From an optimization exercise on the open Yosys and OpenROAD flow, aimed at small area, a short achievable clock period and few clock cycles per item; shortcuts taken in it are not production practice.
Only simulation tests tie the RTL to the original design; equivalence was not proved.
Power figures rest on the tool's default switching activity, not on a simulated workload.

==> inputs of job 1190 <==
Design alu_seq_core, start of the top module:
module alu_seq_core #(
  parameter int unsigned WIDTH    = 32,
  parameter int unsigned MULT_LAT = 3
) (
  input  logic                 clk,
  input  logic                 reset,
  input  logic                 start,
  input  logic [2:0]           op,
  input  logic [WIDTH-1:0]     A,
  input  logic [WIDTH-1:0]     B,
  output logic                 busy,
  output logic                 done,
  output logic [2*WIDTH-1:0]   result,
  output logic                 err
);
clock: 9.0 ns
lec_check: 0
cap_margin: 20
core_margin: 2
core_utilization: 40
slew_margin: 20
standard.sh (not shown) runs the stock make flow with config.mk's settings and CLKGATE_MAP_FILE= SYNTH_SCRIPT=/design/flow/synth_recipe.tcl, a recipe that flattens the netlist after the stock synthesis.
==> flow/flow/run.sh <==
#!/bin/bash
# The standard layout (standard.sh) with these layout choices changed:
#  - after the standard synthesis, flow/polarity.py removes inverters around
#    full-adder cells (a full adder with all inputs and outputs complemented is
#    the same function) and swaps xor2/xnor2 where that saves an inverter;
#    registers are not touched
#  - the timing repair aims at the slack margin in flow/margin.txt
#  - ports are buffered with buf_1 cells
#  - clock tree synthesis inserts no dummy loads and clusters up to 32 sinks
#    per leaf buffer
# The SDC, clock period and all constraints are unchanged.
set -o pipefail
R=$PWD/orfs/results/sky130hd/alu_seq_core/base
ARGS=(SETUP_SLACK_MARGIN=$(cat flow/margin.txt) "BUFFER_PORTS_ARGS=-buffer_cell sky130_fd_sc_hd__buf_1"
      "CTS_ARGS=-sink_clustering_enable -repair_clock_nets -dont_use_dummy_load -sink_clustering_size 32 -sink_clustering_max_diameter 150")
bash standard.sh "${ARGS[@]}" $R/1_2_yosys.v > make_synth.log 2>&1 || exit 1
cp $R/1_2_yosys.v yosys_standard.v
python3 flow/polarity.py yosys_standard.v $R/1_2_yosys.v > polarity.log 2>&1 || exit 1
bash standard.sh "${ARGS[@]}" finish > make.log 2>&1
Other scripts of this flow, unchanged in this note and not shown: flow/flow/margin.txt, flow/flow/polarity.py
==> job 9483: changes against job 1190 <==
--- a/flow/flow/run.sh
+++ b/flow/flow/run.sh
@@ -8,3 +8,3 @@
 #  - ports are buffered with buf_1 cells
-#  - clock tree synthesis inserts no dummy loads and clusters up to 32 sinks
+#  - clock tree synthesis inserts no dummy loads and clusters up to 24 sinks
 #    per leaf buffer
@@ -14,3 +14,3 @@
 ARGS=(SETUP_SLACK_MARGIN=$(cat flow/margin.txt) "BUFFER_PORTS_ARGS=-buffer_cell sky130_fd_sc_hd__buf_1"
-      "CTS_ARGS=-sink_clustering_enable -repair_clock_nets -dont_use_dummy_load -sink_clustering_size 32 -sink_clustering_max_diameter 150")
+      "CTS_ARGS=-sink_clustering_enable -repair_clock_nets -dont_use_dummy_load -sink_clustering_size 24 -sink_clustering_max_diameter 120")
 bash standard.sh "${ARGS[@]}" $R/1_2_yosys.v > make_synth.log 2>&1 || exit 1
==> summary of the runs <==
- In die area, job 1190 and job 9483 do not differ.
- In combinational power, job 1190 and job 9483 hardly differ.
- Sequential power is about the same in job 9483 and job 1190.
- Setup slack: job 9483 is worse than job 1190 (16 ps).
- Against job 9483, the register-to-register slack of job 1190 is better by 20 ps.
- In job 9483 the clock power is higher than in job 1190, by 12%.
- Against job 9483, the non-clock buffer count of job 1190 is lower by 2.
- In wire length, job 1190 and job 9483 hardly differ.
==> figures <==
metric                                              job 9483        job 1190
Result of the run                             finished clean  finished clean
Fin crit share                                         44.3%           44.2%
Tot GR Track Use                                       28.1%           28.0%
Clock network fraction of total power                  12.8%           11.5%
Smallest hold slack                                   337 ps          347 ps
Terminating pin of the worst hold path              cs1_q[0]            ill2
Share of layout cells above drive strength 1           7.62%           7.54%
Number of antenna cells inserted                           1               0
Crit path time final                                 3990 ps         3970 ps
Fraction of area in multi-input gates                  66.2%           66.4%
Met3 usage in global routing                           11.5%           11.2%
Worst-case clock skew                                39.4 ps         52.8 ps
Switch Pwr                                           3.19 mW         3.16 mW
Setup ws final                                       5010 ps         5030 ps
CTS buffer count                                          19              15
Final cell utilization of the core                     42.9%           42.8%
Max Clk Rate                                         251 MHz         252 MHz
Testbench counts of job 1190, summed over its fixed seeds: cycles 24,024, items 24,000.
Testbench counts of job 9483, summed over its fixed seeds: cycles 24,024, items 24,000.

afterwards: timing with drivers on the ports:
Ports are ideal in the flow. The routed layouts listed here were re-timed in OpenROAD. Step 1 assumes that a clkbuf_16 drives the clock port and a buf_2 every other input. Step 2 also shifts input and output timing later by t, the mid clock arrival at the registers, as if the neighbouring blocks saw the same clock. Three values: ideal ports, drivers, drivers and shift; two values: the first two.
run | t (ns) | setup slack, ns | hold WS [ns] | cell pins on the clock port's net
job 1190 | 0.616 | 5.025 / 5.025 / 4.463 | 0.347 / 0.347 / 0.347 | 1
job 9483 | 0.631 | 5.010 / 5.010 / 4.494 | 0.337 / 0.337 / 0.337 | 1
After both steps every run listed still meets setup and hold. For job 1190, which loses most, drivers alone change the setup slack by 0.000 ns; drivers and shift together by -0.562 ns.
